Background: an optimization exercise with open tools, aiming at small area. Do not read the settings as production practice.
In this exercise RTL edits were held to simulation tests only and were not proved equivalent to the original.
Power is estimated from default activity; no workload was simulated.

## design.v

```verilog
module wb_regfile_aoi222 (
  input  logic a0, b0, a1, b1, a2, b2,
  output logic y
);
  assign y = ~((a0 & b0) | (a1 & b1) | (a2 & b2));
endmodule
module wb_regfile_aoi22 (
  input  logic a0, b0, a1, b1,
  output logic y
);
  assign y = ~((a0 & b0) | (a1 & b1));
endmodule
module wb_regfile_nand4 (
  input  logic a, b, c, d,
  output logic y
);
  assign y = ~(a & b & c & d);
endmodule
module wb_regfile_nand3 (
  input  logic a, b, c,
  output logic y
);
  assign y = ~(a & b & c);
endmodule
module wb_regfile_or3 (
  input  logic a, b, c,
  output logic y
);
  assign y = a | b | c;
endmodule
module wb_regfile_hold (
  input  logic we, d, hold, q,
  output logic y
);
  assign y = (we & d) | (hold & q);
endmodule
module wb_regfile_rdbit (
  input  logic [31:0] sel,
  input  logic [31:0] src,
  output logic        y
);
  logic [10:0] g;
  logic [2:0]  h;
  for (genvar k = 0; k < 10; k++) begin : g_aoi
    wb_regfile_aoi222 u (
      .a0(sel[3*k]),   .b0(src[3*k]),
      .a1(sel[3*k+1]), .b1(src[3*k+1]),
      .a2(sel[3*k+2]), .b2(src[3*k+2]),
      .y(g[k])
    );
  end
  wb_regfile_aoi22 u_last (
    .a0(sel[30]), .b0(src[30]), .a1(sel[31]), .b1(src[31]), .y(g[10])
  );
  wb_regfile_nand4 u_n0 (.a(g[0]), .b(g[1]), .c(g[2]),  .d(g[3]), .y(h[0]));
  wb_regfile_nand4 u_n1 (.a(g[4]), .b(g[5]), .c(g[6]),  .d(g[7]), .y(h[1]));
  wb_regfile_nand3 u_n2 (.a(g[8]), .b(g[9]), .c(g[10]), .y(h[2]));
  wb_regfile_or3   u_o  (.a(h[0]), .b(h[1]), .c(h[2]), .y(y));
endmodule
module wb_regfile #(
  parameter int XLEN  = 32,
  parameter int CNT_W = 32
) (
  input  logic             clk,
  input  logic             rst_n,
  input  logic [XLEN-1:0]  loadData_in,
  input  logic [XLEN-1:0]  sum_out_in,
  input  logic [XLEN-1:0]  result_in,
  input  logic [1:0]       controlRF_in,
  input  logic             we_in,
  input  logic [4:0]       rd_in,
  input  logic [4:0]       rs1,
  input  logic [4:0]       rs2,
  input  logic             cnt_clr,
  output logic [XLEN-1:0]  rd1,
  output logic [XLEN-1:0]  rd2,
  output logic [XLEN-1:0]  wb_data,
  output logic             wb_valid,
  output logic [CNT_W-1:0] commit_cnt
);
  logic [31:1][XLEN-1:0] regs;
  logic [31:1]           valid_q;
  logic [CNT_W-1:0]      cnt_q;
  always_comb begin
    wb_data = result_in;
    case (controlRF_in)
      2'b01:   wb_data = loadData_in;
      2'b10:   wb_data = sum_out_in;
      default: wb_data = result_in;
    endcase
  end
  assign wb_valid = we_in && (rd_in != 5'd0);
  logic [31:1] wen, hold;
  always_comb begin
    for (int i = 1; i < 32; i++) begin
      wen[i]  = wb_valid && (rd_in == 5'(i));
      hold[i] = !wen[i];
    end
  end
  always_ff @(posedge clk or negedge rst_n) begin
    if (!rst_n) begin
      valid_q <= '0;
    end else begin
      valid_q <= valid_q | wen;
    end
  end
  logic [31:1][XLEN-1:0] regs_d;
  for (genvar i = 1; i < 32; i++) begin : g_row
    for (genvar j = 0; j < XLEN; j++) begin : g_bit
      wb_regfile_hold u_hold (
        .we(wen[i]), .d(wb_data[j]), .hold(hold[i]), .q(regs[i][j]),
        .y(regs_d[i][j])
      );
    end
  end
  always_ff @(posedge clk) begin
    regs <= regs_d;
  end
  logic byp1, byp2;
  logic [31:0] sel1, sel2;
  assign byp1 = wb_valid && (rs1 == rd_in);
  assign byp2 = wb_valid && (rs2 == rd_in);
  always_comb begin
    for (int i = 1; i < 32; i++) begin
      sel1[i-1] = (rs1 == 5'(i)) && valid_q[i] && !byp1;
      sel2[i-1] = (rs2 == 5'(i)) && valid_q[i] && !byp2;
    end
    sel1[31] = byp1;
    sel2[31] = byp2;
  end
  for (genvar j = 0; j < XLEN; j++) begin : g_rd
    logic [31:0] src;
    for (genvar i = 1; i < 32; i++) begin : g_src
      assign src[i-1] = regs[i][j];
    end
    assign src[31] = wb_data[j];
    wb_regfile_rdbit u_rd1 (.sel(sel1), .src(src), .y(rd1[j]));
    wb_regfile_rdbit u_rd2 (.sel(sel2), .src(src), .y(rd2[j]));
  end
  always_ff @(posedge clk or negedge rst_n) begin
    if (!rst_n) begin
      cnt_q <= '0;
    end else if (cnt_clr) begin
      cnt_q <= '0;
    end else if (wb_valid) begin
      cnt_q <= cnt_q + 1'b1;
    end
  end
  assign commit_cnt = cnt_q;
endmodule
```

## run.sh

```bash
#!/bin/bash
# synth_recipe.tcl (not shown) runs the flow's synth.tcl, then flattens the netlist and writes it again
# the make line also repeats each setting of config.mk as NAME=value (left out here)
make -C /OpenROAD-flow-scripts/flow DESIGN_CONFIG=/design/flow/config.mk WORK_HOME=/design/flow/orfs CLKGATE_MAP_FILE= SYNTH_SCRIPT=/design/flow/synth_recipe.tcl finish
```

## config.mk

```make
export PLATFORM = sky130hd
export DESIGN_NAME = wb_regfile
export DESIGN_NICKNAME = wb_regfile
export VERILOG_FILES = /design/flow/design.v
export SDC_FILE = /design/flow/constraint.sdc
export NUM_CORES = 4
export LEC_CHECK = 0
export CAP_MARGIN = 20
export CORE_MARGIN = 2
export CORE_UTILIZATION = 40
export SLEW_MARGIN = 20
export SYNTH_HIERARCHICAL = 1
export SYNTH_MINIMUM_KEEP_SIZE = 0
```

## constraint.sdc

```tcl
create_clock -name core_clock -period 7.0 [get_ports {clk}]
set_input_delay 1.4000 -clock core_clock [delete_from_list [all_inputs] [get_ports {clk}]]
set_output_delay 1.4000 -clock core_clock [all_outputs]
set_load 0.01 [all_outputs]
```

==> results.tsv, run 1 <==
metric	value	unit
cts.htree.levels	3	
dr.pass1.iters	14	
mostFrequentLayoutCells	a22o_1 (992), dfxtp_1 (992), a222oi_1 (640), buf_4 (359), clkdlybuf4s50_1 (242)	
fin_total_pwr	16700	µW
grt_pass1_wl	297	mm
syn_to_final_growth	31.2	%
grtUsageMet3	11.0	%
crit_required	5600	ps
irDropWorstVdd	284	µV
postPlaceCellArea	51700	µm²
hold_ws	495	ps
clkTransAtPathRegs	60	ps
async_flop_share	5.97	%
viasPerCell	7.53	
ys_top_cells_by_area	dfxtp_1 (47%), a22o_1 (20%), a222oi_1 (15%), dfrtp_1 (3.7%), nand4_1 (2.0%)	
antenna_found_initial	6	
utilization	52.9	%
leakage	0.0219	µW
postLayoutCellArea	55700	µm²
cts_setup_buffers	0	
drive_gt1_share	19.1	%
globalRouteTotalUtil	37.0	%
top_usage_layer	met2	
start_kind	primary input	
timing.fmax	143	MHz
drv_cap	0	
die_area	109000	µm²
cts_tree	done	
powerDensity	299	nW/µm²
critPathKind	primary input to primary output	
crit_path_cell_trace	clkdlybuf4s50_1 -> or4_4 -> o21ai_4 -> nor4_4 -> buf_12 -> buf_4 -> nor4_4 -> a222oi_1 -> buf_4 -> nand4_1 -> or3_1 -> clkdlybuf4s50_1	
root_buffer	clkbuf_16	
worstPathArrival	5620	ps
die_x	330	µm
first_iter_violations	9894	
ctsResizeCount	0	
hold_depth	1	
fin_crit	7020	ps
fin_nets	4478	
core_region_area	105000	µm²
fillerInstances	9078	
yosysTopAreaCellShare	46.7	%
yosysSeqAreaShare	50.5	%
slew_headroom	16.9	%
clock_sinks	1055	
grt_max_degree	64	
hpwl	134	mm
syn_inst	3622	
crit-reg2reg-launch	cnt_q[6]	
clkLatencyLatePin	710	ps
io_buffer_count	245	
syn_avg_cell_area	11.7	µm²
yosys.area.top_type	dfxtp_1	
cts_buffer_depth	3	
cp_slowest_cell	nor4_4	
wl_per_cell	35.8	µm
rsz0062_at_grt	false	
drv_slew	0	
fin_worst_skew	10.3	ps
syn-num-nets	3742	
routed_wl	209	mm
initial_core_util	40.4	%
so.violations	negative setup slack	
vias	44000	
grt_pass1_vias	41700	
die_h	330	µm
regToRegSetupSlack	4900	ps
numCtsBuffers	111	
postCtsHoldBufs	0	
synth_edf_count	0	
netlist_area	42500	µm²
min-delay-start	regs[537]	
status	complete, but fails checks	
antenna_left	0	
hold_viol_final	0	
hold_path_end	regs[537]	
critPathCaptureType	primary output	
setup_tns	-15.0	ps
r2r_cells	4	
overflow	0	
yosysWarnings	7	
layout_setup_ws	-15.0	ps
synth_top_flop_cell	dfxtp_1	
grtUsageMet2	52.6	%
finalCritPeriodShare	100	%
use_met1	48.8	%
hold_class	flop to flop	
pin_count	246	
drc	0	
setup_viol	1	
crit_path_max_fanout	19	
worst_path_largest_cell_delay	900	ps
worst_slew_pin_slew	1240	ps
gp_congestion	0.998	
synth_cell_type_count	42	
synth-seq-cells	1055	
placementRows	119	
worst_r2r_endpoint	cnt_q[20]	
==> per-module statistics from Yosys (local to each module, per instance), a selection <==
module | cells inside | area [µm²] | times used | flops+latches
wb_regfile_or3 | 1 | 6.26 | 64 | 0
wb_regfile_hold | 1 | 8.76 | 992 | 0
wb_regfile_aoi22 | 1 | 12.5 | 64 | 0
wb_regfile | 1670 | 25100 | 1 | 1055
wb_regfile_nand3 | 1 | 5.00 | 64 | 0
wb_regfile_nand4 | 1 | 6.26 | 128 | 0
==> power breakdown <==
| group | switching, µW | total [µW] | internal (µW) | leakage, µW |
|---|---|---|---|---|
| Clock | 2630 | 6420 | 3790 | 0.00194 |
| Sequential | 895 | 8000 | 7100 | 0.00899 |
| Combinational | 1120 | 2260 | 1140 | 0.0110 |
==> synth_stat cells, drive strengths merged (39+ instances only) <==
library cell    n
dfrtp          63
nand3         112
a222oi        640
nand2b         39
nand2         105
nor4           49
a22o          992
dfxtp         992
buf            45
or3            69
nand4         135
a22oi          96
==> stage by stage <==
stage	setup WS, ps	cells
floorplan	95.0	3622
finish	-15.0	5845
detailed placement	67.5	5631
global route	22.5	5845
CTS	51.0	5839
global placement	-30.7	5619
==> layout make-up <==
cell class,instances,area (µm²),share of cell area [%]
diodes,1,2.50,0.00449
clock buffers,155,3200,5.74
clock inverters,53,744,1.34
inverters,38,143,0.256
multi-input cells,2446,21400,38.3
flip-flops and latches,1055,21400,38.5
well taps,1391,1740,3.12
repair buffers,706,7100,12.7
==> worst max-delay path by stage <==
stage / start / slack, ps / endpoint / depth (start not counted)
after floorplan: rd_in[0] / 100 / rd2[0] / 8
after global routing: rd_in[0] / 20 / rd2[23] / 11
after detailed placement: rd_in[0] / 70 / rd1[23] / 11
after CTS: rd_in[0] / 50 / rd1[23] / 11
after global placement: rd_in[0] / -30 / rd1[5] / 11
final: rd_in[0] / -20 / rd1[23] / 12
==> registers in the layout, indices dropped and copies added (netlist names) <==
| name | flops |
|---|---|
| regs | 992 |
| valid_q | 31 |
| cnt_q | 32 |
==> cells by family (layout without fill, tap and decap cells) <==
logic type	Yosys count	after routing	share of synthesized area [%]
mux	16	16	0.421
simple gates	624	624	8.48
other cells	0	1	0
flops	1055	1055	50.5
buf+inv	121	952	1.43
compound gates	1789	1789	38.8
fa+ha+maj	3	3	0.0884
xor+xnor	14	14	0.289
==> critical path: cells and delay by family <==
kind,cells,cell delay [ps]
AOI/OAI and AO/OA,2,530
and+or+nand+nor,5,2100
buffers and inverters,5,1560
==> routing by layer <==
layer | vias to the layer above | wire (µm)
met3 | 760 | 30500
met1 | 21300 | 78000
met2 | 4050 | 85500
met5 | - | 21
met4 | 4 | 15400
li1 | 17900 | -
==> run 2, diff against run 1 <==
--- a/design.v
+++ b/design.v
@@ -116,14 +116,16 @@
   always_ff @(posedge clk) begin
     regs <= regs_d;
   end
+  logic [31:1] rmask;
+  assign rmask = valid_q & hold;
   logic byp1, byp2;
   logic [31:0] sel1, sel2;
   assign byp1 = wb_valid && (rs1 == rd_in);
   assign byp2 = wb_valid && (rs2 == rd_in);
   always_comb begin
     for (int i = 1; i < 32; i++) begin
-      sel1[i-1] = (rs1 == 5'(i)) && valid_q[i] && !byp1;
-      sel2[i-1] = (rs2 == 5'(i)) && valid_q[i] && !byp2;
+      sel1[i-1] = (rs1 == 5'(i)) && rmask[i];
+      sel2[i-1] = (rs2 == 5'(i)) && rmask[i];
     end
     sel1[31] = byp1;
     sel2[31] = byp2;
--- a/config.mk
+++ b/config.mk
@@ -8,6 +8,7 @@
 export CAP_MARGIN = 20
 export CORE_MARGIN = 2
 export CORE_UTILIZATION = 40
+export SETUP_SLACK_MARGIN = 0.15
 export SLEW_MARGIN = 20
 export SYNTH_HIERARCHICAL = 1
 export SYNTH_MINIMUM_KEEP_SIZE = 0
==> run 2 against run 1 <==
  * Now clean on timing, DRC and antenna
  * Synthesized cell count down 1.4%
  * Routed wire length up 1.3%
  * Total power down 2.2%
  * Die area down 1.3%
  * Critical path depth down 2
  * Sequential cell count unchanged
==> results.tsv, run 2 <==
metric	value	unit	change
drive_gt1_share	14.6	%	was 19.1%
grtUsageMet2	50.4	%	was 52.6%
synth-seq-cells	1055		unchanged
worst_r2r_endpoint	cnt_q[27]		was cnt_q[20]
mostFrequentLayoutCells	a22o_1 (992), dfxtp_1 (992), a222oi_1 (640), clkdlybuf4s50_1 (244), buf_4 (221)		was a22o_1 (992), dfxtp_1 (992), a222oi_1 (640), buf_4 (359), clkdlybuf4s50_1 (242)
die_area	107000	µm²	was 109000 µm²
utilization	50.5	%	was 52.9%
ys_top_cells_by_area	dfxtp_1 (47%), a22o_1 (21%), a222oi_1 (15%), dfrtp_1 (3.8%), nand4_1 (2.1%)		was dfxtp_1 (47%), a22o_1 (20%), a222oi_1 (15%), dfrtp_1 (3.7%), nand4_1 (2.0%)
r2r_cells	5		was 4
pin_count	246		unchanged
hold_class	flop to flop		unchanged
netlist_area	41900	µm²	was 42500 µm²
p_int	11700	µW	was 12000 µW
fin_crit	6780	ps	was 7020 ps
combPwrFrac	14.2	%	was 13.5%
clkLatencyLatePin	700	ps	was 710 ps
cts_tree	done		unchanged
clock_sinks	1055		unchanged
fin_worst_skew	8.80	ps	was 10.3 ps
syn_inst	3572		was 3622
p_seq_share	48.9	%	was 48.0%
multi_input_area	20900	µm²	was 21400 µm²
start_kind	primary input		unchanged
largest-register	regs		unchanged
viasPerCell	7.77		was 7.53
clkTransAtPathRegs	70	ps	was 60 ps
path_common_cell	clkdlybuf4s50_1		
routed_wl	212	mm	was 209 mm
first_iter_violations	9921		was 9894
switchingPower	4660	µW	was 4650 µW
dr.pass1.iters	14		unchanged
powerDensity	311	nW/µm²	was 299 nW/µm²
syn_to_final_growth	24.9	%	was 31.2%
slew_headroom	18.0	%	was 16.9%
hold_ws	466	ps	was 495 ps
hold_viol_final	0		unchanged
synth_common_cells	a22o_1 (992), dfxtp_1 (992), a222oi_1 (640)		unchanged
placementRows	118		was 119
drc	0		unchanged
gp_congestion	0.968		was 0.998
hpwl	132	mm	was 134 mm
synth_cell_type_count	43		was 42
top_usage_layer	met2		unchanged
worstPathArrival	5380	ps	was 5620 ps
synth_edf_count	0		unchanged
fillerInstances	9254		was 9078
core_region_area	104000	µm²	was 105000 µm²
crit_path_cell_trace	clkdlybuf4s50_1 -> or4_4 -> or2_4 -> nand2_1 -> nor4_4 -> buf_4 -> a22oi_2 -> nand3_1 -> or3_1 -> clkdlybuf4s50_1		was clkdlybuf4s50_1 -> or4_4 -> o21ai_4 -> nor4_4 -> buf_12 -> buf_4 -> nor4_4 -> a222oi_1 -> buf_4 -> nand4_1 -> or3_1 -> clkdlybuf4s50_1
irDropWorstVdd	228	µV	was 284 µV
cp_slowest_cell	nor4_4		unchanged
crit-reg2reg-launch	cnt_q[3]		was cnt_q[6]
largest_reg_flops	992		unchanged
crit_required	5600	ps	about the same
initial_core_util	40.4	%	about the same
grt_max_degree	64		unchanged
cp_top_family	simple AND/OR/NAND/NOR gates		unchanged
hold_path_end	valid_q[26]		was regs[537]
overflow	0		unchanged
status	complete, no violations		was complete, but fails checks
crit_path_max_fanout	18		was 19
antenna_found_initial	13		was 6
switching_share	28.5	%	was 27.9%
yosysSeqAreaShare	51.1	%	was 50.5%
min-delay-start	valid_q[26]		was regs[537]
yosys.area.top_type	dfxtp_1		unchanged
setup_tns	0	ps	was -15.0 ps
vias	43400		was 44000
io_buffer_count	245		unchanged
critPathKind	primary input to primary output		unchanged
finalCritPeriodShare	96.9	%	was 100%
async_flop_share	5.97	%	unchanged
grt_pass1_vias	40400		was 41700
timing.fmax	147	MHz	was 143 MHz
die_x	328	µm	was 330 µm
critPathCaptureType	primary output		unchanged
synth_top_flop_cell	dfxtp_1		unchanged
grt_pass1_wl	296	mm	was 297 mm
top_regs	regs (992), cnt_q (32), valid_q (31)		unchanged
fin_nets	4219		was 4478
regArea	21400	µm²	unchanged
drv_slew	0		unchanged
leakage	0.0205	µW	was 0.0219 µW
wl_per_cell	38.0	µm	was 35.8 µm
worst_path_largest_cell_delay	850	ps	was 900 ps
grtUsageMet3	14.7	%	was 11.0%
cts.htree.levels	3		unchanged
globalRouteTotalUtil	37.5	%	was 37.0%
syn-num-nets	3692		was 3742
yosysTopAreaCellShare	47.4	%	was 46.7%
worst_slew_pin_slew	1230	ps	was 1240 ps
hold_depth	1		unchanged
cts_setup_buffers	0		unchanged
die_h	328	µm	was 330 µm
antenna_left	0		unchanged
rsz0062_at_grt	false		unchanged
use_met1	50.3	%	was 48.8%
regToRegSetupSlack	4860	ps	was 4900 ps
setup_viol	0		was 1
cts_buffer_depth	3		unchanged
clkPwrFrac	36.9	%	was 38.5%
root_buffer	clkbuf_16		unchanged
drv_cap	0		unchanged
syn_avg_cell_area	11.7	µm²	about the same
numCtsBuffers	108		was 111
yosysWarnings	7		unchanged
cp.buffers_inverters	3		was 5
-- run 2: cell count changes after synthesis, sizes merged, moves of 12 or more --
cell,delta
nor4,-28
nor2b,-19
nand3,-26
nor3,+25
nor2,+12
mux2,-13
xor2,+15
-- run 2: repair_timing --
item,4_1_cts,5_1_grt
resized for setup,0,2
hold buffers,0,0
endpoints found under the setup margin,0,3
-- run 2: cells by family (layout without fill, tap and decap cells) --
family	after synthesis	after routing	synth area share (%)
adder cells (fa/ha/maj)	3	3	0.0895
AO/OA/AOI/OAI	1768	1768	39.0
other	0	11	0
flip-flops	1055	1055	51.1
AND/OR/NAND/NOR	600	600	7.69
buffers and inverters	106	721	1.26
XOR/XNOR	37	37	0.773
multiplexers	3	3	0.0776
-- run 2: metrics by stage --
stage / area (µm²) / worst slack, ps / std cells / total power [µW]
6_report: 52400 / 216 / 5578 / 16300
5_1_grt: 52300 / 176 / 5567 / 16800
4_1_cts: 52300 / 372 / 5566 / 16200
3_5_place_dp: 48700 / 391 / 5368 / 10300
3_3_place_gp: 48600 / 390 / 5367 / 10200
2_1_floorplan: 42000 / 131 / 3572 / 9130
-- run 2: how the worst max path moves through the flow --
stage | start | cells past startpoint | slack (ps) | to
6_report | rd_in[1] | 10 | 220 | rd1[4]
5_1_grt | rd_in[2] | 11 | 180 | rd1[29]
4_1_cts | rd_in[3] | 11 | 370 | rd1[18]
3_5_place_dp | rd_in[3] | 11 | 390 | rd1[18]
3_3_place_gp | rd_in[1] | 11 | 390 | rd1[30]
2_1_floorplan | rd_in[3] | 9 | 130 | rd1[0]
-- run 2: area by class of cell --
type / count / share of cell area [%]
multi-input combinational: 2411 / 39.9
antenna: 11 / 0.0526
clock buffer: 170 / 6.24
inverter: 38 / 0.272
clock inverter: 28 / 0.719
timing repair buffer: 485 / 8.53
tap: 1380 / 3.30
sequential: 1055 / 40.9
-- run 2: modules after synthesis (local to each module, per instance), excerpt --
module | cells | flops+latches | cell area (µm²)
wb_regfile | 1620 | 1055 | 24500
wb_regfile_aoi22 | 1 | 0 | 12.5
wb_regfile_aoi222 | 1 | 0 | 10.0
wb_regfile_or3 | 1 | 0 | 6.26
wb_regfile_nand4 | 1 | 0 | 6.26
wb_regfile_nand3 | 1 | 0 | 5.00
-- run 2: power by group through the flow --
stage / combinational (µW) / clock, µW / sequential, µW
after floorplan: 1330 / 0 / 7800
after global placement: 2190 / 0 / 8030
after detailed placement: 2240 / 0 / 8030
after CTS: 2240 / 6020 / 7930
after global routing: 2410 / 6260 / 8090
final: 2310 / 6020 / 7980
-- run 2: routing by layer --
layer | vias up | wire length (µm)
met5 | - | 332
met4 | 12 | 15100
met3 | 795 | 35400
met2 | 4231 | 81900
met1 | 21100 | 79300
li1 | 17200 | -
==> run 3, diff against run 2 <==
--- a/design.v
+++ b/design.v
@@ -4,23 +4,17 @@
 );
   assign y = ~((a0 & b0) | (a1 & b1) | (a2 & b2));
 endmodule
-module wb_regfile_aoi22 (
-  input  logic a0, b0, a1, b1,
+module wb_regfile_nand2 (
+  input  logic a, b,
   output logic y
 );
-  assign y = ~((a0 & b0) | (a1 & b1));
+  assign y = ~(a & b);
 endmodule
 module wb_regfile_nand4 (
   input  logic a, b, c, d,
   output logic y
 );
   assign y = ~(a & b & c & d);
-endmodule
-module wb_regfile_nand3 (
-  input  logic a, b, c,
-  output logic y
-);
-  assign y = ~(a & b & c);
 endmodule
 module wb_regfile_or3 (
   input  logic a, b, c,
@@ -39,7 +33,7 @@
   input  logic [31:0] src,
   output logic        y
 );
-  logic [10:0] g;
+  logic [11:0] g;
   logic [2:0]  h;
   for (genvar k = 0; k < 10; k++) begin : g_aoi
     wb_regfile_aoi222 u (
@@ -49,12 +43,11 @@
       .y(g[k])
     );
   end
-  wb_regfile_aoi22 u_last (
-    .a0(sel[30]), .b0(src[30]), .a1(sel[31]), .b1(src[31]), .y(g[10])
-  );
-  wb_regfile_nand4 u_n0 (.a(g[0]), .b(g[1]), .c(g[2]),  .d(g[3]), .y(h[0]));
-  wb_regfile_nand4 u_n1 (.a(g[4]), .b(g[5]), .c(g[6]),  .d(g[7]), .y(h[1]));
-  wb_regfile_nand3 u_n2 (.a(g[8]), .b(g[9]), .c(g[10]), .y(h[2]));
+  wb_regfile_nand2 u_l30 (.a(sel[30]), .b(src[30]), .y(g[10]));
+  wb_regfile_nand2 u_l31 (.a(sel[31]), .b(src[31]), .y(g[11]));
+  wb_regfile_nand4 u_n0 (.a(g[0]), .b(g[1]), .c(g[2]),  .d(g[3]),  .y(h[0]));
+  wb_regfile_nand4 u_n1 (.a(g[4]), .b(g[5]), .c(g[6]),  .d(g[7]),  .y(h[1]));
+  wb_regfile_nand4 u_n2 (.a(g[8]), .b(g[9]), .c(g[10]), .d(g[11]), .y(h[2]));
   wb_regfile_or3   u_o  (.a(h[0]), .b(h[1]), .c(h[2]), .y(y));
 endmodule
 module wb_regfile #(
--- a/config.mk
+++ b/config.mk
@@ -7,8 +7,11 @@
 export LEC_CHECK = 0
 export CAP_MARGIN = 20
 export CORE_MARGIN = 2
-export CORE_UTILIZATION = 40
-export SETUP_SLACK_MARGIN = 0.15
+export CORE_UTILIZATION = 60
+export CTS_BUF_LIST = sky130_fd_sc_hd__clkbuf_8
+export CTS_CLUSTER_DIAMETER = 80
+export CTS_CLUSTER_SIZE = 12
+export SETUP_SLACK_MARGIN = 0.1
 export SLEW_MARGIN = 20
 export SYNTH_HIERARCHICAL = 1
 export SYNTH_MINIMUM_KEEP_SIZE = 0
==> run 3 against run 2 <==
  * The layout now fails its checks (negative setup slack)
  * Final area decreased by 6.4%
  * Routed wire length decreased by 3.4%
  * Global-route usage increased by 17 points
  * Sequential power increased by 0.5%
  * Combinational power decreased by 2%
  * Fmax decreased by 3.7%
  * Register-to-register slack got worse by 30 ps
==> results.tsv, run 3 <==
metric	value	unit	change
largest-register	regs		unchanged
async_flop_share	5.97	%	unchanged
wl_met3	37.6	mm	was 35.4 mm
regArea	21400	µm²	unchanged
hold_viol_final	0		unchanged
syn_inst	3636		was 3572
drive_gt1_share	10.9	%	was 14.6%
wl_met2	80.0	mm	was 81.9 mm
fin_total_pwr	13700	µW	was 16300 µW
hold_class	flop to flop		unchanged
yosysSeqAreaShare	51.4	%	was 51.1%
antenna_left	0		unchanged
cts_tree	done		unchanged
mostFrequentLayoutCells	a22o_1 (992), dfxtp_1 (992), a222oi_1 (640), clkdlybuf4s50_1 (238), nand2_1 (237)		was a22o_1 (992), dfxtp_1 (992), a222oi_1 (640), clkdlybuf4s50_1 (244), buf_4 (221)
yosysTopAreaCellShare	47.6	%	was 47.4%
utilization	71.4	%	was 50.5%
synth_common_cells	a22o_1 (992), dfxtp_1 (992), a222oi_1 (640)		unchanged
fillerInstances	4964		was 9254
layout_setup_ws	-43.0	ps	was 216 ps
wl_per_cell	40.2	µm	was 38.0 µm
syn_to_final_growth	17.6	%	was 24.9%
io_buffer_count	245		unchanged
clkTransAtPathRegs	80	ps	was 70 ps
worst_path_largest_cell_delay	850	ps	about the same
synth_cell_type_count	42		was 43
crit_required	5600	ps	about the same
cts.htree.levels	3		unchanged
switchingPower	4210	µW	was 4660 µW
irDropWorstVdd	166	µV	was 228 µV
synth_top_flop_cell	dfxtp_1		unchanged
leakage	0.0193	µW	was 0.0205 µW
critPathKind	primary input to primary output		unchanged
drv_cap	0		unchanged
placementRows	96		was 118
yosys.area.top_type	dfxtp_1		unchanged
r2r_cells	5		unchanged
worst_slew_pin_slew	1300	ps	was 1230 ps
pin_count	246		unchanged
routed_wl	205	mm	was 212 mm
antenna_found_initial	15		was 13
yosys.area_share.xor_xnor	0.777	%	was 0.773%
synth_top_family_by_area	compound AO/OA/AOI/OAI gates		unchanged
final_cells	5089		was 5578
yosysWarnings	7		unchanged
top_regs	regs (992), cnt_q (32), valid_q (31)		unchanged
min-delay-start	valid_q[9]		was valid_q[26]
so.violations	negative setup slack		
synth-simple-area-share	9.08	%	was 7.69%
hpwl	125	mm	was 132 mm
clkLatencyLatePin	770	ps	was 700 ps
hold_depth	1		unchanged
multi_input_area	20500	µm²	was 20900 µm²
fin_crit	7040	ps	was 6780 ps
postCtsHoldBufs	0		unchanged
syn-num-nets	3756		was 3692
fin_nets	4251		was 4219
first_iter_violations	12400		was 9921
dr.max_layer_used	met5		unchanged
die_area	71600	µm²	was 107000 µm²
synth_fa_ha_area_share	0.0900	%	was 0.0895%
switching_share	30.8	%	was 28.5%
crit_path_cell_trace	clkdlybuf4s50_1 -> buf_4 -> nand2b_1 -> nor3_2 -> buf_12 -> a222oi_1 -> nand4_1 -> or3_1 -> clkdlybuf4s50_1		was clkdlybuf4s50_1 -> or4_4 -> or2_4 -> nand2_1 -> nor4_4 -> buf_4 -> a22oi_2 -> nand3_1 -> or3_1 -> clkdlybuf4s50_1
placedCellCount	4956		was 5368
clkPwrFrac	24.7	%	was 36.9%
p_seq_share	58.7	%	was 48.9%
worstPathArrival	5640	ps	was 5380 ps
synth.area.mux_share	0.0780	%	was 0.0776%
setup.worst_path.start	rs2[3]		was rd_in[1]
die_h	268	µm	was 328 µm
vias	45400		was 43400
path_common_cell	clkdlybuf4s50_1		unchanged
rsz0062_at_grt	true		was false
timing.fmax	142	MHz	was 147 MHz
finalCritPeriodShare	101	%	was 96.9%
powerDensity	278	nW/µm²	was 311 nW/µm²
cts_buffer_depth	3		unchanged
initial_core_util	60.7	%	was 40.4%
root_buffer	clkbuf_8		was clkbuf_16
gp_congestion	1.05		was 0.968
core_region_area	68700	µm²	was 104000 µm²
start_kind	primary input		unchanged
cp_slowest_cell	nand4_1		was nor4_4
dr.pass1.iters	22		was 14
globalRouteTotalUtil	54.9	%	was 37.5%
clock_sinks	1055		unchanged
largest_reg_flops	992		unchanged
grt_max_degree	65		was 64
die_x	268	µm	was 328 µm
synth-seq-cells	1055		unchanged
setup_viol	1		was 0
combPwrFrac	16.5	%	was 14.2%
viasPerCell	8.93		was 7.77
numCtsBuffers	97		was 108
fin_worst_skew	4.84	ps	was 8.80 ps
ys_top_cells_by_area	dfxtp_1 (48%), a22o_1 (21%), a222oi_1 (15%), dfrtp_1 (3.8%), nand4_1 (3.1%)		was dfxtp_1 (47%), a22o_1 (21%), a222oi_1 (15%), dfrtp_1 (3.8%), nand4_1 (2.1%)
synth-compound-area-share	37.3	%	was 39.0%
drc	0		unchanged
status	complete, but fails checks		was complete, no violations
crit-reg2reg-launch	cnt_q[3]		unchanged
place_ws	275	ps	was 391 ps
overflow	0		unchanged
grt_pass1_vias	44100		was 40400
setup_tns	-43.0	ps	was 0 ps
p_int	9450	µW	was 11700 µW
grt_pass1_wl	291	mm	was 296 mm
critPathCaptureType	primary output		unchanged
netlist_area	41700	µm²	was 41900 µm²
crit_path_max_fanout	26		was 18
drv_slew	0		unchanged
syn_avg_cell_area	11.5	µm²	was 11.7 µm²
slew_headroom	12.9	%	was 18.0%
synth_edf_count	0		unchanged
wl_met1	66.6	mm	was 79.3 mm
run 3: per-layer routing:
metal | vias up | GRT usage, %
met5 | - | 1.04
met4 | 22 | 43.0
met3 | 1521 | 27.3
met2 | 5177 | 74.5
met1 | 21500 | 65.5
li1 | 17200 | -
run 3: power groups by stage:
stage               clock [µW]  combinational [µW]  sequential [µW]
global placement             0                2040             7970
detailed placement           0                2130             8060
CTS                       3310                2140             7950
global route              3550                2330             8100
finish                    3370                2260             8020
floorplan                    0                1310             7790
run 3: repair_timing:
action | 4_1_cts | 5_1_grt
gates resized for setup | 0 | 19
buffers inserted | 0 | 3
setup endpoints to repair | 0 | 14
run 3: final timing paths:
| path | slack [ps] | to |
|---|---|---|
| max | -40 | rd2[3] |
| min reg2reg | 470 | valid_q[9] |
| max in group asynchronous | 5510 | valid_q[15] |
| min | 470 | valid_q[9] |
| min in group asynchronous | 810 | cnt_q[29] |
| max reg2reg | 4830 | cnt_q[27] |
run 3: through the flow:
stage	cell area (µm²)	hold WS, ps
5_1_grt	49000	486
3_5_place_dp	47400	452
3_3_place_gp	47400	450
4_1_cts	48900	474
2_1_floorplan	41800	435
6_report	49000	475
run 3: cell families (layout without fill, tap and decap cells):
kind of cell | after synthesis | count (layout)
compound gates | 1704 | 1704
other cells | 0 | 9
flops | 1055 | 1055
mux | 3 | 3
xor+xnor | 37 | 37
simple gates | 728 | 728
buf+inv | 106 | 619
fa+ha+maj | 3 | 3
run 3: layout make-up:
cell class                 count  area share [%]
timing repair buffer         464            8.72
sequential                  1055            43.7
clock inverter                18           0.197
tap                          931            2.38
multi-input combinational   2475            41.9
clock buffer                  99            2.78
antenna                        9          0.0459
inverter                      38           0.291
run 3: Yosys stat by module (local to each module, per instance), a selection:
module	cells inside	times used	flip-flops and latches	cell area, µm²
wb_regfile	1620	1	1055	24500
wb_regfile_aoi222	1	640	0	10.0
wb_regfile_hold	1	992	0	8.76
wb_regfile_nand2	1	128	0	3.75
wb_regfile_nand4	1	192	0	6.26
wb_regfile_or3	1	64	0	6.26
run 3: critical path: cells and delay by family:
family	cells	cell delay [ps]
and+or+nand+nor	4	1970
buffers and inverters	4	1830
AOI/OAI and AO/OA	1	400
==> run 4, diff against run 3 <==
==> config.mk (replaced) <==
export PLATFORM = sky130hd
export DESIGN_NAME = wb_regfile
export DESIGN_NICKNAME = wb_regfile
export VERILOG_FILES = /design/flow/design.v
export SDC_FILE = /design/flow/constraint.sdc
export NUM_CORES = 4
export LEC_CHECK = 0
export CAP_MARGIN = 20
export CORE_MARGIN = 2
export CORE_UTILIZATION = 50
export CTS_BUF_LIST = sky130_fd_sc_hd__clkbuf_4
export CTS_CLUSTER_DIAMETER = 50
export CTS_CLUSTER_SIZE = 8
export SETUP_SLACK_MARGIN = 0.4
export SLEW_MARGIN = 20
export SYNTH_HIERARCHICAL = 1
export SYNTH_MINIMUM_KEEP_SIZE = 0
==> run 4 against run 3 <==
  * The run now finishes clean
  * Sequential share of layout area fell by 0.42 points
  * Cell count grew 4.4%
  * Critical endpoint is now rd1[3]
  * Die area rose by 20%
  * Utilization shrank 11 points
  * Fmax is 6.1% higher
  * Final area increased by 0.97%
  * Via count is 1.5% lower
  * Count of clock-buffer cells in the layout up 78
  * Combinational power about the same
  * Highest routed layer unchanged
  * First-iteration DRC count fell by 17%
==> results.tsv, run 4 <==
metric	value	unit	change
setup.worst_path.start	rd_in[0]		was rs2[3]
fin_nets	4319		was 4251
critPathCaptureType	primary output		unchanged
synth-seq-cells	1055		unchanged
cts_tree	done		unchanged
wl_per_cell	40.0	µm	was 40.2 µm
critPathKind	primary input to primary output		unchanged
die_x	293	µm	was 268 µm
cts_buffer_depth	3		unchanged
crit_required	5600	ps	about the same
postLayoutCellArea	49500	µm²	was 49000 µm²
hold_viol_final	0		unchanged
multi_input_area	20500	µm²	about the same
utilization	60.1	%	was 71.4%
timing.fmax	151	MHz	was 142 MHz
grt_pass1_vias	42900		was 44100
yosysWarnings	7		unchanged
viasPerCell	8.42		was 8.93
syn-num-nets	3756		unchanged
crit_path_max_fanout	13		was 26
clkTransAtPathRegs	70	ps	was 80 ps
yosys.area.top_type	dfxtp_1		unchanged
fin_worst_skew	12.3	ps	was 4.84 ps
gp_congestion	1.07		was 1.05
syn_inst	3636		unchanged
worst_slew_pin_slew	1290	ps	was 1300 ps
fin_crit	6640	ps	was 7040 ps
r2r_cells	5		unchanged
setup_viol	0		was 1
start_kind	primary input		unchanged
placementRows	105		was 96
async_flop_share	5.97	%	unchanged
leakage	0.0195	µW	was 0.0193 µW
clock_sinks	1055		unchanged
initial_core_util	50.6	%	was 60.7%
irDropWorstVdd	164	µV	was 166 µV
synth_common_cells	a22o_1 (992), dfxtp_1 (992), a222oi_1 (640)		unchanged
largest-register	regs		unchanged
regToRegSetupSlack	4880	ps	was 4830 ps
syn_avg_cell_area	11.5	µm²	unchanged
fillerInstances	6726		was 4964
synth_top_flop_cell	dfxtp_1		unchanged
hold_ws	478	ps	was 475 ps
hpwl	131	mm	was 125 mm
powerDensity	275	nW/µm²	was 278 nW/µm²
crit-reg2reg-launch	cnt_q[3]		unchanged
yosysTopAreaCellShare	47.6	%	unchanged
largest_reg_flops	992		unchanged
ys_top_cells_by_area	dfxtp_1 (48%), a22o_1 (21%), a222oi_1 (15%), dfrtp_1 (3.8%), nand4_1 (3.1%)		unchanged
grt_max_degree	64		was 65
die_area	85700	µm²	was 71600 µm²
core_region_area	82400	µm²	was 68700 µm²
slew_headroom	14.0	%	was 12.9%
drv_slew	0		unchanged
drc	0		unchanged
fin_total_pwr	13600	µW	was 13700 µW
regArea	21400	µm²	unchanged
drv_cap	0		unchanged
worstPathArrival	5240	ps	was 5640 ps
overflow	0		unchanged
worst_r2r_endpoint	cnt_q[27]		unchanged
postPlaceCellArea	48000	µm²	was 47400 µm²
synth_edf_count	0		unchanged
die_h	293	µm	was 268 µm
setup_tns	0	ps	was -43.0 ps
synth_cell_type_count	42		unchanged
numCtsBuffers	153		was 97
rsz0062_at_grt	true		unchanged
status	complete, no violations		was complete, but fails checks
root_buffer	clkbuf_4		was clkbuf_8
clkLatencyLatePin	1080	ps	was 770 ps
first_iter_violations	10300		was 12400
mostFrequentLayoutCells	a22o_1 (992), dfxtp_1 (992), a222oi_1 (640), clkdlybuf4s50_1 (240), nand2_1 (235)		was a22o_1 (992), dfxtp_1 (992), a222oi_1 (640), clkdlybuf4s50_1 (238), nand2_1 (237)
hold_class	flop to flop		unchanged
syn_to_final_growth	18.7	%	was 17.6%
finalCritPeriodShare	94.8	%	was 101%
crit_end	rd1[3]		was rd2[3]
routed_wl	212	mm	was 205 mm
yosysSeqAreaShare	51.4	%	unchanged
antenna_left	0		unchanged
top_regs	regs (992), cnt_q (32), valid_q (31)		unchanged
dr.pass1.iters	17		was 22
vias	44800		was 45400
io_buffer_count	245		unchanged
cts_setup_buffers	0		unchanged
cts.htree.levels	4		was 3
netlist_area	41700	µm²	unchanged
globalRouteTotalUtil	47.5	%	was 54.9%
pin_count	246		unchanged
antenna_found_initial	15		unchanged
drive_gt1_share	12.9	%	was 10.9%
grt_pass1_wl	300	mm	was 291 mm
## run 4: cell counts after synthesis
Identical to the previous run, type by type.
## run 4: timing repair
action                                  CTS  global route
pin swaps                                 1             1
hold buffers                              0             0
gates resized for setup                   4             9
endpoints found under the setup margin   19            35
## run 4: per-layer routing
metal / vias up / wire [µm] / global-route usage, %
li1: 17400 / - / -
met5: - / 165 / 0.397
met4: 12 / 18600 / 34.5
met2: 4697 / 84000 / 65.7
met1: 21500 / 73800 / 59.8
met3: 1124 / 35900 / 18.4
## run 4: how the worst min path moves through the flow
stage,cells past startpoint,end,startpoint
2_1_floorplan,1,valid_q[10],valid_q[10]
3_3_place_gp,1,valid_q[23],valid_q[23]
3_5_place_dp,1,valid_q[23],valid_q[23]
4_1_cts,1,valid_q[8],valid_q[8]
5_1_grt,1,valid_q[8],valid_q[8]
6_report,1,valid_q[8],valid_q[8]
## run 4: layout make-up
cell class / count / share of cell area, %
Sequential cell: 1055 / 43.3
Multi-Input combinational cell: 2475 / 41.5
Timing Repair Buffer: 476 / 9.26
Tap cell: 1070 / 2.70
Clock buffer: 177 / 2.68
Inverter: 38 / 0.288
Clock inverter: 16 / 0.220
Antenna cell: 7 / 0.0354
## run 4: cells by family (layout without fill, tap and decap cells)
family / count (synthesis) / in the layout / share of synthesized area [%]
compound gates: 1704 / 1704 / 37.3
xor+xnor: 37 / 37 / 0.777
fa+ha+maj: 3 / 3 / 0.0900
buf+inv: 106 / 707 / 1.27
flops: 1055 / 1055 / 51.4
mux: 3 / 3 / 0.0780
other cells: 0 / 7 / 0
simple gates: 728 / 728 / 9.08
## run 4: report_power, final
part / switching, µW / internal (µW) / total (µW) / leakage [µW]
clock: 2190 / 1200 / 3390 / 0.000879
combinational: 1150 / 1080 / 2230 / 0.00963
sequential: 910 / 7090 / 8000 / 0.00899
## run 4: per-stage QoR
stage / instances / setup WS (ps)
finish: 5314 / 363
CTS: 5307 / 409
floorplan: 3636 / 127
detailed placement: 5114 / 279
global route: 5310 / 380
global placement: 5110 / 69.4
## run 4: critical path: stages
cell	delay [ps]
clkdlybuf4s50_1	570
nor2b_1	210
buf_4	180
nand2_1	100
nand2_1	130
nor4_4	840
buf_4	410
a222oi_1	150
nand4_1	390
or3_1	260
clkdlybuf4s50_1	580
## run 4: Yosys stat by module, one instance, submodules excluded, a selection
module / cells / flops+latches / area (µm²) / times used
wb_regfile_aoi222: 1 / 0 / 10.0 / 640
wb_regfile_hold: 1 / 0 / 8.76 / 992
wb_regfile_or3: 1 / 0 / 6.26 / 64
wb_regfile_nand4: 1 / 0 / 6.26 / 192
wb_regfile_nand2: 1 / 0 / 3.75 / 128
wb_regfile: 1620 / 1055 / 24500 / 1
==> run 5, diff against run 4 <==
==> flow/run.sh (new file) <==
#!/bin/bash
# Layout flow: the standard ORFS flow (standard.sh) with its synthesis
# unchanged, and these changes to how the layout is made:
# - port buffers use the smallest buffer cell (every port still gets one);
# - clock tree: no dummy loads, clkbuf_4 buffers, sink clusters of at most
#   8 flip-flops within 50 um.
# The make output goes to standard_flow.log; each ORFS step keeps its own
# log under orfs/logs.
set -euo pipefail
export BUFFER_PORTS_ARGS="-buffer_cell sky130_fd_sc_hd__buf_1"
export CTS_ARGS="-sink_clustering_enable -repair_clock_nets -dont_use_dummy_load -buf_list sky130_fd_sc_hd__clkbuf_4 -sink_clustering_size 8 -sink_clustering_max_diameter 50"
bash standard.sh finish > standard_flow.log 2>&1
==> standard.sh (new file) <==
#!/bin/bash
# synth_recipe.tcl (not shown) runs the flow's synth.tcl, then flattens the netlist and writes it again
# the make line also repeats each setting of config.mk as NAME=value (left out here)
make -C /OpenROAD-flow-scripts/flow DESIGN_CONFIG=/design/flow/config.mk WORK_HOME=/design/flow/orfs CLKGATE_MAP_FILE= SYNTH_SCRIPT=/design/flow/synth_recipe.tcl "${@:-finish}"
==> config.mk (replaced) <==
export PLATFORM = sky130hd
export DESIGN_NAME = wb_regfile
export DESIGN_NICKNAME = wb_regfile
export VERILOG_FILES = /design/flow/design.v
export SDC_FILE = /design/flow/constraint.sdc
export NUM_CORES = 4
export LEC_CHECK = 0
export CAP_MARGIN = 20
export CORE_MARGIN = 2
export CORE_UTILIZATION = 55
export SETUP_SLACK_MARGIN = 0.2
export SLEW_MARGIN = 20
export SYNTH_HIERARCHICAL = 1
export SYNTH_MINIMUM_KEEP_SIZE = 0
removed: run.sh
==> run 5 against run 4 <==
  * Routed wire length fell by 4.2%
  * Still clean on timing, DRC and antenna
  * Total power fell by 3.7%
  * Sequential share of layout area rose by 2.5 points
  * Fmax rose by 5.7%
  * Largest cell class unchanged
  * First-iteration DRC count fell by 4.5%
  * Cell count fell by 3.4%
==> results.tsv, run 5 <==
metric	value	unit	change
status	complete, no violations		unchanged
root_buffer	clkbuf_4		unchanged
synth_top_family_by_area	compound AO/OA/AOI/OAI gates		unchanged
async_flop_share	5.97	%	unchanged
clkTransAtPathRegs	50	ps	was 70 ps
powerDensity	280	nW/µm²	was 275 nW/µm²
synth-compound-area-share	37.3	%	unchanged
top_regs	regs (992), cnt_q (32), valid_q (31)		unchanged
grt_pass1_wl	288	mm	was 300 mm
cts_setup_buffers	0		unchanged
yosysSeqAreaShare	51.4	%	unchanged
synth.area.mux_share	0.0780	%	unchanged
yosysTopAreaCellShare	47.6	%	unchanged
slew_headroom	20.9	%	was 14.0%
start_kind	primary input		unchanged
postCtsHoldBufs	0		unchanged
wl_per_cell	39.7	µm	was 40.0 µm
initial_core_util	55.8	%	was 50.6%
synth_cell_type_count	42		unchanged
syn-num-nets	3756		unchanged
syn_avg_cell_area	11.5	µm²	unchanged
clock_sinks	1055		unchanged
overflow	0		unchanged
dr.pass1.iters	15		was 17
cts_buffer_depth	3		unchanged
yosys.area.top_type	dfxtp_1		unchanged
postLayoutCellArea	46800	µm²	was 49500 µm²
vias	44400		was 44800
synth_top_flop_cell	dfxtp_1		unchanged
pin_count	246		unchanged
crit_path_cell_trace	buf_1 -> buf_4 -> nand2_1 -> or2_2 -> nor4_4 -> buf_4 -> a222oi_1 -> nand4_1 -> or3_1 -> buf_1		was clkdlybuf4s50_1 -> nor2b_1 -> buf_4 -> nand2_1 -> nand2_1 -> nor4_4 -> buf_4 -> a222oi_1 -> nand4_1 -> or3_1 -> clkdlybuf4s50_1
die_x	279	µm	was 293 µm
largest-register	regs		unchanged
rsz0062_at_grt	false		was true
numCtsBuffers	152		was 153
viasPerCell	8.65		was 8.42
worst_slew_pin_slew	1180	ps	was 1290 ps
place_ws	973	ps	was 279 ps
yosys.area_share.xor_xnor	0.777	%	unchanged
critPathKind	primary input to primary output		unchanged
fin_nets	4271		was 4319
io_buffer_count	245		unchanged
mostFrequentLayoutCells	a22o_1 (992), dfxtp_1 (992), a222oi_1 (640), buf_1 (244), nand2_1 (237)		was a22o_1 (992), dfxtp_1 (992), a222oi_1 (640), clkdlybuf4s50_1 (240), nand2_1 (235)
setup_tns	0	ps	unchanged
largest_reg_flops	992		unchanged
crit_path_max_fanout	21		was 13
finalCritPeriodShare	89.7	%	was 94.8%
core_region_area	74700	µm²	was 82400 µm²
die_h	279	µm	was 293 µm
setup_viol	0		unchanged
hold_class	flop to flop		unchanged
cts.htree.levels	4		unchanged
irDropWorstVdd	140	µV	was 164 µV
layout_setup_ws	721	ps	was 363 ps
cp_slowest_cell	nor4_4		unchanged
synth_edf_count	0		unchanged
drive_gt1_share	10.9	%	was 12.9%
fin_crit	6280	ps	was 6640 ps
crit_required	5600	ps	about the same
netlist_area	41700	µm²	unchanged
utilization	62.7	%	was 60.1%
fin_total_pwr	13100	µW	was 13600 µW
ctsResizeCount	0		was 4
critPathCaptureType	primary output		unchanged
synth_common_cells	a22o_1 (992), dfxtp_1 (992), a222oi_1 (640)		unchanged
drv_slew	0		unchanged
die_area	78000	µm²	was 85700 µm²
hold_viol_final	0		unchanged
antenna_found_initial	17		was 15
clkLatencyLatePin	1030	ps	was 1080 ps
cts_tree	done		unchanged
worst_path_largest_cell_delay	900	ps	was 840 ps
ys_top_cells_by_area	dfxtp_1 (48%), a22o_1 (21%), a222oi_1 (15%), dfrtp_1 (3.8%), nand4_1 (3.1%)		unchanged
antenna_left	0		unchanged
drv_cap	0		unchanged
globalRouteTotalUtil	49.9	%	was 47.5%
fin_worst_skew	37.8	ps	was 12.3 ps
postPlaceCellArea	45600	µm²	was 48000 µm²
synth-seq-cells	1055		unchanged
placementRows	100		was 105
gp_congestion	0.988		was 1.07
routed_wl	204	mm	was 212 mm
syn_inst	3636		unchanged
timing.fmax	159	MHz	was 151 MHz
grt_max_degree	64		unchanged
worstPathArrival	4880	ps	was 5240 ps
leakage	0.0183	µW	was 0.0195 µW
first_iter_violations	9875		was 10300
syn_to_final_growth	12.3	%	was 18.7%
synth-simple-area-share	9.08	%	unchanged
synth_fa_ha_area_share	0.0900	%	unchanged
drc	0		unchanged
hpwl	120	mm	was 131 mm
yosysWarnings	7		unchanged
grt_pass1_vias	42900		about the same
## run 5: changes by cell type in the layout (fill, tap and decap cells not counted), sizes merged
| cell | change |
|---|---|
| diode | +8 |
| inv | -5 |
| clkbuf | -25 |
| clkinv | -9 |
| buf | +197 |
| dlygate4sd2 | -1 |
| clkinvlp | -1 |
| dlymetal6s2s | -3 |
| clkdlybuf4s50 | -240 |
| bufinv | -1 |
## run 5: worst max-delay path, delay by kind of cell
family | cells | cell delay, ps
simple gates | 5 | 2270
buf+inv | 4 | 1020
compound gates | 1 | 160
## run 5: area by class of cell
class / instances / area, µm²
fillers: 6038 / 27900
flip-flops and latches: 1055 / 21400
multi-input cells: 2475 / 20500
repair buffers: 429 / 2330
well taps: 969 / 1210
clock buffers: 152 / 1140
inverters: 38 / 143
diodes: 15 / 37.5
## run 5: path summary, 6_finish.rpt
check,start,end,slack (ps),cells past startpoint
setup reg to reg,cnt_q[12],cnt_q[31],4910,5
min in group asynchronous,rst_n,cnt_q[19],560,2
max in group asynchronous,rst_n,valid_q[15],5770,2
hold reg to reg,valid_q[16],valid_q[16],470,1
hold / removal,valid_q[16],valid_q[16],470,1
setup / recovery,rs2[0],rd2[30],720,10
## run 5: cell families after synthesis
| kind of cell | Yosys count |
|---|---|
| AOI/OAI and AO/OA | 1704 |
| xor gates and xnor gates | 37 |
| adders and majority gates | 3 |
| buffers and inverters | 106 |
| DFF | 1055 |
| muxes | 3 |
| and+or+nand+nor | 728 |
## run 5: layer usage
layer | global-route usage (%) | vias to the layer above | share of wire, %
met5 | 0 | - | 0.025
li1 | - | 17300 | -
met1 | 61.8 | 21200 | 34
met2 | 69.2 | 4831 | 39
met4 | 36.5 | 8 | 8.9
met3 | 21.0 | 1130 | 18
## run 5: power breakdown
group	total (µW)	internal, µW	switching, µW	leakage [µW]
clock network	3080	996	2090	0.000699
logic	2070	927	1140	0.00864
registers	7970	7090	881	0.00899
total	13100	9010	4110	0.0183
## run 5: Yosys stat by module (local to each module, per instance), a selection
module / flip-flops and latches / cells / times used / area, µm²
wb_regfile: 1055 / 1620 / 1 / 24500
wb_regfile_aoi222: 0 / 1 / 640 / 10.0
wb_regfile_hold: 0 / 1 / 992 / 8.76
wb_regfile_nand2: 0 / 1 / 128 / 3.75
wb_regfile_nand4: 0 / 1 / 192 / 6.26
wb_regfile_or3: 0 / 1 / 64 / 6.26
## run 5: per-stage QoR
| step | std cells | hold WS, ps |
|---|---|---|
| finish | 5133 | 467 |
| global route | 5127 | 477 |
| CTS | 5117 | 468 |
| detailed placement | 4965 | 454 |
| global placement | 4965 | 452 |
| floorplan | 3636 | 435 |
==> run 6, diff against run 5 <==
--- a/config.mk
+++ b/config.mk
@@ -7,7 +7,7 @@
 export LEC_CHECK = 0
 export CAP_MARGIN = 20
 export CORE_MARGIN = 2
-export CORE_UTILIZATION = 55
+export CORE_UTILIZATION = 62
 export SETUP_SLACK_MARGIN = 0.2
 export SLEW_MARGIN = 20
 export SYNTH_HIERARCHICAL = 1
==> run 6 against run 5 <==
  * Clock power about the same
  * Fmax decreased by 4.9%
  * Still clean on timing, DRC and antenna
  * Largest power group unchanged
  * Critical endpoint is now rd2[11]
  * First-iteration DRC count increased by 19%
  * Final area decreased by 0.41%
==> results.tsv, run 6 <==
metric	value	unit	change
status	complete, no violations		unchanged
drv_cap	0		unchanged
drv_slew	0		unchanged
fin_worst_skew	7.91	ps	was 37.8 ps
mostFrequentLayoutCells	a22o_1 (992), dfxtp_1 (992), a222oi_1 (640), buf_1 (244), nand2_1 (237)		unchanged
yosysWarnings	7		unchanged
synth_top_flop_cell	dfxtp_1		unchanged
hold_viol_final	0		unchanged
fin_crit	6610	ps	was 6280 ps
cts_setup_buffers	0		unchanged
irDropWorstVdd	205	µV	was 140 µV
syn_avg_cell_area	11.5	µm²	unchanged
final_cells	5034		was 5133
rsz0062_at_grt	false		unchanged
synth_common_cells	a22o_1 (992), dfxtp_1 (992), a222oi_1 (640)		unchanged
clkLatencyLatePin	1060	ps	was 1030 ps
die_area	69300	µm²	was 78000 µm²
cts_buffer_depth	3		unchanged
cts_tree	done		unchanged
timing.fmax	151	MHz	was 159 MHz
hold_class	flop to flop		unchanged
wl_per_cell	39.5	µm	was 39.7 µm
clkTransAtPathRegs	80	ps	was 50 ps
start_kind	primary input		unchanged
worst_slew_pin_slew	1260	ps	was 1180 ps
crit-reg2reg-launch	cnt_q[11]		was cnt_q[12]
crit_path_max_fanout	23		was 21
die_x	263	µm	was 279 µm
gp_congestion	1.06		was 0.988
finalCritPeriodShare	94.4	%	was 89.7%
syn_inst	3636		unchanged
placementRows	95		was 100
setup.worst_path.start	rs2[1]		was rs2[0]
root_buffer	clkbuf_4		unchanged
die_h	263	µm	was 279 µm
worstPathArrival	5210	ps	was 4880 ps
top_regs	regs (992), cnt_q (32), valid_q (31)		unchanged
syn-num-nets	3756		unchanged
synth_cell_type_count	42		unchanged
synth_edf_count	0		unchanged
yosysTopAreaCellShare	47.6	%	unchanged
grt_pass1_vias	43300		was 42900
largest_reg_flops	992		unchanged
synth-seq-cells	1055		unchanged
hpwl	117	mm	was 120 mm
ys_top_cells_by_area	dfxtp_1 (48%), a22o_1 (21%), a222oi_1 (15%), dfrtp_1 (3.8%), nand4_1 (3.1%)		unchanged
powerDensity	282	nW/µm²	was 280 nW/µm²
netlist_area	41700	µm²	unchanged
critPathCaptureType	primary output		unchanged
grt_max_degree	64		unchanged
clock_sinks	1055		unchanged
overflow	0		unchanged
postCtsHoldBufs	0		unchanged
fin_total_pwr	13100	µW	about the same
viasPerCell	8.94		was 8.65
async_flop_share	5.97	%	unchanged
pin_count	246		unchanged
min-delay-start	valid_q[12]		was valid_q[16]
drive_gt1_share	10.7	%	was 10.9%
routed_wl	199	mm	was 204 mm
io_buffer_count	245		unchanged
placedCellCount	4859		was 4965
ctsResizeCount	0		unchanged
yosysSeqAreaShare	51.4	%	unchanged
numCtsBuffers	150		was 152
crit_required	5600	ps	about the same
syn_to_final_growth	11.8	%	was 12.3%
fin_nets	4258		was 4271
cts.htree.levels	4		unchanged
globalRouteTotalUtil	54.6	%	was 49.9%
antenna_found_initial	27		was 17
dr.pass1.iters	20		was 15
core_region_area	66900	µm²	was 74700 µm²
vias	45000		was 44400
setup_tns	0	ps	unchanged
yosys.area.top_type	dfxtp_1		unchanged
leakage	0.0183	µW	about the same
grt_pass1_wl	283	mm	was 288 mm
largest-register	regs		unchanged
antenna_left	0		unchanged
first_iter_violations	11800		was 9875
drc	0		unchanged
slew_headroom	15.6	%	was 20.9%
critPathKind	primary input to primary output		unchanged
setup_viol	0		unchanged
initial_core_util	62.3	%	was 55.8%
-- run 6: cell count changes in the layout (fill, tap and decap cells not counted), moves of 2 or more --
cell,change
nor3_4,+3
o21ai_4,-2
buf_4,-12
diode_2,+10
clkbuf_4,-2
o21ai_2,+2
nor3_2,-3
-- run 6: area by class of cell --
cell class                 instances  area [µm²]
sequential                      1055       21400
multi-input combinational       2475       20500
fill                            5051       20300
timing repair buffer             418        2250
clock buffer                     150        1130
tap                              873        1090
inverter                          38         143
antenna                           25        62.6
-- run 6: worst paths after layout --
kind | endpoint | slack [ps] | cells after the start
setup / recovery | rd2[11] | 390 | 9
hold / removal | valid_q[12] | 470 | 1
setup reg to reg | cnt_q[31] | 4940 | 5
hold reg to reg | valid_q[12] | 470 | 1
max in group asynchronous | valid_q[20] | 5790 | 2
min in group asynchronous | cnt_q[31] | 530 | 2
-- run 6: modules after synthesis (local to each module, per instance), excerpt --
module             cells inside  flip-flops and latches
wb_regfile                 1620                    1055
wb_regfile_aoi222             1                       0
wb_regfile_hold               1                       0
wb_regfile_nand2              1                       0
wb_regfile_nand4              1                       0
wb_regfile_or3                1                       0
-- run 6: cell families after synthesis --
group,count (synthesis),share of synthesized area [%]
AO/OA/AOI/OAI,1704,37.3
XOR/XNOR,37,0.777
adder cells (fa/ha/maj),3,0.0900
buffers and inverters,106,1.27
flip-flops,1055,51.4
multiplexers,3,0.0780
AND/OR/NAND/NOR,728,9.08
-- run 6: power by group --
part	leakage [µW]	internal (µW)	switching, µW	total, µW
Clock	0.000690	984	2070	3060
Combinational	0.00860	922	1170	2090
Sequential	0.00899	7090	911	8000
-- run 6: critical path, cell delays in order --
cell      delay [ps]
buf_1            560
nand2b_1         370
or2_2            450
nor3_2           770
buf_4            530
a222oi_1         200
nand4_1          450
or3_1            250
buf_1            180
-- run 6: metrics by stage --
step           worst slack (ps)  hold slack (ps)  instance area, µm²  util [%]
2_1_floorplan               127              435               41800         -
3_3_place_gp                716              451               45400      67.8
3_5_place_dp                656              452               45400      67.8
4_1_cts                     643              474               46500      69.5
5_1_grt                     429              500               46600      69.6
6_report                    394              473               46600      69.7
-- run 6: layer usage --
metal	vias to the layer above	global-route usage [%]	part of all wire, %
met2	5129	73.4	38
met4	18	41.2	9.8
met3	1466	27.5	20
met1	21100	66.0	32
met5	-	2.49	0.077
li1	17200	-	-

[static timing again, ports no longer ideal]
The results above use ideal ports. As a check the final layouts listed here were re-extracted and re-timed, cells and wires unchanged.
Step 1 assumes that a clkbuf_16 drives the clock port and a buf_2 every other input.
Step 2 adds t to the input delays and takes it off the output delays; t is the mean of the earliest and latest rising clock arrival at the registers after step 1. Input paths then give back, and output paths get back, about the clock's delay inside the block.
Slacks: no drivers / after step 1 / after step 2; pairs: no drivers / after step 1.
run	t, ns	setup slack, ns	slew at the worst register clock pin (ns)
run 1	0.788	-0.015 / -0.037 / -0.037	0.07 / 0.07
run 2	0.790	0.216 / 0.185 / 0.185	0.07 / 0.07
run 3	0.821	-0.043 / -0.075 / -0.075	0.10 / 0.10
run 4	1.143	0.363 / 0.305 / 0.305	0.11 / 0.11
run 5	1.100	0.721 / 0.673 / 0.673	0.11 / 0.11
run 6	1.143	0.394 / 0.288 / 0.288	0.10 / 0.10
For run 6, which loses most, drivers alone change the setup slack by -0.106 ns; drivers and shift together by -0.106 ns.
